Source: an optimization exercise on an open RTL-to-GDS flow (aim: small area, a short achievable clock period and few clock cycles). Production flows keep margins and buffers that such runs may drop. RTL that was checked went through simulation tests only; none was proved equivalent to the original. Power figures rest on the tool's default switching activity, not on a simulated workload.

cedar:
// rv_core
module rv_core (
    input  logic             clk_in,
    input  logic             reset_in,
    output logic             wb_we,
    output logic             wb_stb,
    output logic             wb_cyc,
    output logic [32-1:0] wb_wdata,
    output logic [32-1:0] wb_addr,
    input  logic             wb_ack,
    input  logic [32-1:0] wb_rdata
);
Settings: LEC_CHECK=0, CAP_MARGIN=20, CORE_MARGIN=2, CORE_UTILIZATION=40, PLACE_DENSITY=0.6, SLEW_MARGIN=20; clock period 10.0 ns.
run.sh (not shown) runs the stock make flow with config.mk's settings and CLKGATE_MAP_FILE= SYNTH_SCRIPT=/design/flow/synth_recipe.tcl, a recipe that flattens the netlist after the stock synthesis.
Setup changes, cedar to quartz
--- a/flow/design.v
+++ b/flow/design.v
@@ -240,45 +240,35 @@
         end else if (w_lui | w_auipc) begin
             w_imm = {w[31:12], 12'h000};
         end else if (w_jal) begin
             w_imm = {{12{w[31]}}, w[19:12], w[20], w[30:21], 1'b0};
         end else begin
             w_imm = {{20{w[31]}}, w[31:20]};
         end
     end
     assign fwd_ok = ex_go & x_wr;
-    logic [31:1] sel1, sel2;
-    logic [31:0] rd1, rd2;
-    always_comb begin
-        rd1 = 32'd0;
-        rd2 = 32'd0;
-        for (int r = 1; r < 32; r++) begin
-            sel1[r] = (w_rs1 == 5'(r));
-            sel2[r] = (w_rs2 == 5'(r));
-            rd1 = rd1 | (regs[r] & {32{sel1[r]}});
-            rd2 = rd2 | (regs[r] & {32{sel2[r]}});
-        end
-    end
-    assign w_rv1 = (fwd_ok && (w_rs1 == x_rd)) ? result : rd1;
-    assign w_rv2 = (fwd_ok && (w_rs2 == x_rd)) ? result : rd2;
+    assign w_rv1 = (fwd_ok && (w_rs1 == x_rd)) ? result :
+                   (w_rs1 == 5'd0) ? 32'd0 : regs[w_rs1];
+    assign w_rv2 = (fwd_ok && (w_rs2 == x_rd)) ? result :
+                   (w_rs2 == 5'd0) ? 32'd0 : regs[w_rs2];
     logic        rf_we;
     logic [4:0]  rf_wa;
     logic [31:0] rf_wd;
     assign rf_we = mem_q ? (adv & ld_q) : (ex_go & x_wr);
     assign rf_wa = mem_q ? ld_rd_q : x_rd;
     assign rf_wd = mem_q ? wb_rdata : result;
     always_ff @(posedge clk_in) begin
         if (rf_we) begin
             regs[rf_wa] <= rf_wd;
         end
     end
     logic accept;      
-    assign accept = adv & ~mem_q;
+    assign accept = adv & ~mem_q & ~(x_valid & redirect);
     always_ff @(posedge clk_in) begin
         if (!reset_in) begin
             run_q   <= 1'b0;
             mem_q   <= 1'b0;
             we_q    <= 1'b0;
             addr_q  <= 30'd0;
             x_valid <= 1'b0;
         end else begin
             run_q <= 1'b1;
==> run notes <==
On worst-case headroom to the max-slew limit, quartz does better than cedar. cedar → quartz: overall overflow remaining after global route now sits at about the same level, combinational power share now sits higher, number of cells traversed by the worst register-to-register path now sits higher, compound-gate portion of the synthesized area now sits lower. Summary of quartz over cedar: largest net degree at the start of global routing rose 87%, first-pass iteration count of the detailed router fell 6, non-filler instance count after layout rose about 1.6%, required time of the critical path rose 0.07 ns, number of buffers other than clock buffers in the final layout fell 33. Register-to-register setup slack on quartz is down relative to cedar. Combinational family with the most area after synthesis = multiplexers: quartz; combinational family with the most area after synthesis = compound AO/OA/AOI/OAI gates: cedar. quartz ended up with x_f3[0]$_DFFE_PN_ as its timing startpoint of the critical path; cedar ended up with x_f3[2]$_DFFE_PP_. Total power of the final layout: quartz higher than cedar.
Testbench counts of quartz, summed over its fixed seeds: cycles 14,862.
The RTL of cedar was laid out without a check of its function.

---

Another version of the RTL of rv_core (not shown whole).
Size: ~5200 cells after synthesis, ~100 I/O pins, ~0.062 mm^2 of cells after synthesis.
export LEC_CHECK = 0
export ABC_CLOCK_PERIOD_IN_PS = 5000
export CAP_MARGIN = 20
export CORE_MARGIN = 2
export CORE_UTILIZATION = 35
export CTS_BUF_LIST = sky130_fd_sc_hd__clkbuf_16
export CTS_CLUSTER_DIAMETER = 100
export CTS_CLUSTER_SIZE = 20
export PLACE_DENSITY = 0.5
export SLEW_MARGIN = 20
create_clock -name core_clock -period 10.0 [get_ports {clk_in}]
standard.sh (not shown) runs the stock make flow with config.mk's settings and CLKGATE_MAP_FILE= SYNTH_SCRIPT=/design/flow/synth_recipe.tcl, a recipe that flattens the netlist after the stock synthesis.
==> flow/flow/run.sh <==
#!/bin/bash
# The standard layout (the standard.sh, unchanged synthesis), with the
# setup repair told to aim 6 ns below the 10 ns clock, so that it keeps
# sizing the critical paths past the point where the clock is just met.
set -o pipefail
export SETUP_SLACK_MARGIN=6
bash standard.sh > standard.log 2>&1
Testbench counts at the start, summed over its fixed seeds: cycles 14,862.
==> next run, changes <==
--- a/flow/design.v
+++ b/flow/design.v
@@ -174,27 +174,30 @@
     end
     assign shin = x_sleft ? shrev : x_rs1;
     assign shx  = $signed({x_sra & x_rs1[31], shin}) >>> x_opb[4:0];
     assign shr  = shx[31:0];
     always_comb begin
         for (int i = 0; i < 32; i++) begin
             shl[i] = shr[31-i];
         end
     end
-    assign result = ({32{x_r_add}}  & sum) |
-                    ({32{x_r_sll}}  & shl) |
-                    ({32{x_r_slt}}  & {31'd0, lt_s}) |
-                    ({32{x_r_sltu}} & {31'd0, lt_u}) |
-                    ({32{x_r_xor}}  & (x_rs1 ^ x_opb)) |
-                    ({32{x_r_sr}}   & shr) |
-                    ({32{x_r_or}}   & (x_rs1 | x_opb)) |
-                    ({32{x_r_and}}  & (x_rs1 & x_opb)) |
-                    ({32{x_r_link}} & {link, 2'b00});
+    logic ex_sel;
+    assign ex_sel = ~mem_q;
+    assign result = ({32{x_r_add  & ex_sel}} & sum) |
+                    ({32{x_r_sll  & ex_sel}} & shl) |
+                    ({32{x_r_slt  & ex_sel}} & {31'd0, lt_s}) |
+                    ({32{x_r_sltu & ex_sel}} & {31'd0, lt_u}) |
+                    ({32{x_r_xor  & ex_sel}} & (x_rs1 ^ x_opb)) |
+                    ({32{x_r_sr   & ex_sel}} & shr) |
+                    ({32{x_r_or   & ex_sel}} & (x_rs1 | x_opb)) |
+                    ({32{x_r_and  & ex_sel}} & (x_rs1 & x_opb)) |
+                    ({32{x_r_link & ex_sel}} & {link, 2'b00}) |
+                    ({32{mem_q}}             & wb_rdata);
     assign ex_go    = adv & ~mem_q & x_valid;
     assign redirect = x_jal | x_jalr | (x_branch & taken);
     logic [31:0] w;
     logic [6:0]  w_opc;
     logic [2:0]  w_f3;
     logic        w_op, w_opimm, w_lui, w_auipc, w_jal, w_jalr, w_branch, w_load, w_store;
     logic        w_alu;
     logic        w_use_rs2;
     logic        w_upper;
@@ -244,27 +247,28 @@
             rd1 = rd1 | (regs[r] & {32{sel1[r]}});
             rd2 = rd2 | (regs[r] & {32{sel2[r]}});
         end
     end
     assign fwd_ok = ex_go & x_wr;
     assign fwd1   = fwd_ok & (w_rs1 == x_rd);
     assign fwd2   = fwd_ok & (w_rs2 == x_rd);
     logic [31:0] w_a;
     logic [31:0] w_b;
-    assign w_a = w_upper ? (w_auipc ? {addr_q, 2'b00} : 32'd0) : (fwd1 ? result : rd1);
-    assign w_b = w_use_rs2 ? (fwd2 ? result : rd2) : w_imm;
+    assign w_a = (mem_q | (~w_upper & fwd1)) ? result :
+                 w_upper ? (w_auipc ? {addr_q, 2'b00} : 32'd0) : rd1;
+    assign w_b = (mem_q | (w_use_rs2 & fwd2)) ? result : w_use_rs2 ? rd2 : w_imm;
     logic        rf_we;
     logic [4:0]  rf_wa;
     logic [31:0] rf_wd;
     logic [31:1] rf_sel;
     assign rf_we = mem_q ? ld_q : (x_valid & x_wr);
     assign rf_wa = mem_q ? ld_rd_q : x_rd;
-    assign rf_wd = mem_q ? wb_rdata : result;
+    assign rf_wd = result;
     always_comb begin
         for (int r = 1; r < 32; r++) begin
             rf_sel[r] = rf_we & (rf_wa == 5'(r));
         end
     end
     always_ff @(posedge clk_in) begin
         for (int r = 1; r < 32; r++) begin
             if (adv & rf_sel[r]) begin
                 regs[r] <= rf_wd;
@@ -306,20 +310,18 @@
         if (ex_go) begin
             wdata_q <= x_opb;
             ld_q    <= x_ld_wr;
             ld_rd_q <= x_rd;
         end
     end
     always_ff @(posedge clk_in) begin
         if (accept) begin
             x_pc      <= addr_q;
-            x_rs1     <= w_a;
-            x_opb     <= w_b;
             x_imm     <= w_imm[12:0];
             x_rd      <= w_rd;
             x_ld1     <= x_ld_wr & (w_rs1 == x_rd) & ~w_upper;
             x_ld2     <= x_ld_wr & (w_rs2 == x_rd) & w_use_rs2;
             x_opb_rs2 <= w_use_rs2;
             x_sub     <= w_branch | (w_alu & (w_f3[2:1] == 2'b01)) |
                          (w_op & (w_f3 == 3'd0) & w[30]);
             x_sleft   <= (w_f3 == 3'd1);
             x_sra     <= (w_f3 == 3'd5) & w[30];
@@ -340,19 +342,20 @@
             x_bgeu    <= w_branch & (w_f3 == 3'd7);
             x_branch  <= w_branch;
             x_jalr    <= w_jalr;
             x_jal     <= w_jal;
             x_use_sum <= w_jalr | w_load;
             x_mem     <= w_load | w_store;
             x_store   <= w_store;
             x_ld_wr   <= w_load & (w_rd != 5'd0);
             x_wr      <= (w_alu | w_lui | w_auipc | w_jal | w_jalr) & (w_rd != 5'd0);
-        end else if (adv & mem_q & ld_q) begin
-            if (x_ld1) begin
-                x_rs1 <= wb_rdata;
-            end
-            if (x_ld2) begin
-                x_opb <= wb_rdata;
-            end
+        end
+    end
+    always_ff @(posedge clk_in) begin
+        if (accept | (adv & mem_q & ld_q & x_ld1)) begin
+            x_rs1 <= w_a;
+        end
+        if (accept | (adv & mem_q & ld_q & x_ld2)) begin
+            x_opb <= w_b;
         end
     end
 endmodule
Outcome: Hold slack barely changes; cell area went up by about 0.37%; first-iteration DRC count went up by 5.7%; die area went down by 1.7%; power went up by about 1.8%; via count went up by about 0.5%; sequential cell count stays the same; wire length went up by about 0.9%; register-to-register slack barely changes.
Testbench counts after the change, summed over its fixed seeds: cycles 14,862.

-- static timing again, ports no longer ideal --
Ports are ideal in the flow. The routed layouts listed here were re-timed in OpenROAD.
Step 1 assumes that a clkbuf_16 drives the clock port and a buf_2 every other input.
Step 2 moves the port delays by t, midway between the first and last clock arrival at a register: inputs arrive t later, outputs are due t later. That takes back most of the time a late clock gives input paths.
a / b / c = ideal / step 1 / step 2; a / b = the first two.
run | t, ns | setup WS [ns] | slew at the worst register clock pin (ns) | worst slew at a driven data input, ns | pins driven straight from the clock port
cedar | 0.855 | 2.731 / 2.731 / 2.731 | 0.07 / 0.07 | 0.09 | 1
quartz | 0.862 | 2.177 / 2.177 / 2.177 | 0.06 / 0.06 | 0.22 | 1
the first run of note 2 | 0.815 | 5.887 / 5.887 / 5.074 | 0.10 / 0.10 | 0.19 | 1
the second run of note 2 | 0.825 | 5.899 / 5.875 / 5.143 | 0.10 / 0.10 | 0.06 | 1
After both steps every run listed still meets setup and hold. The setup slack of the first run of note 2, which loses most, moves by 0.000 ns with the drivers and by -0.813 ns with both steps.
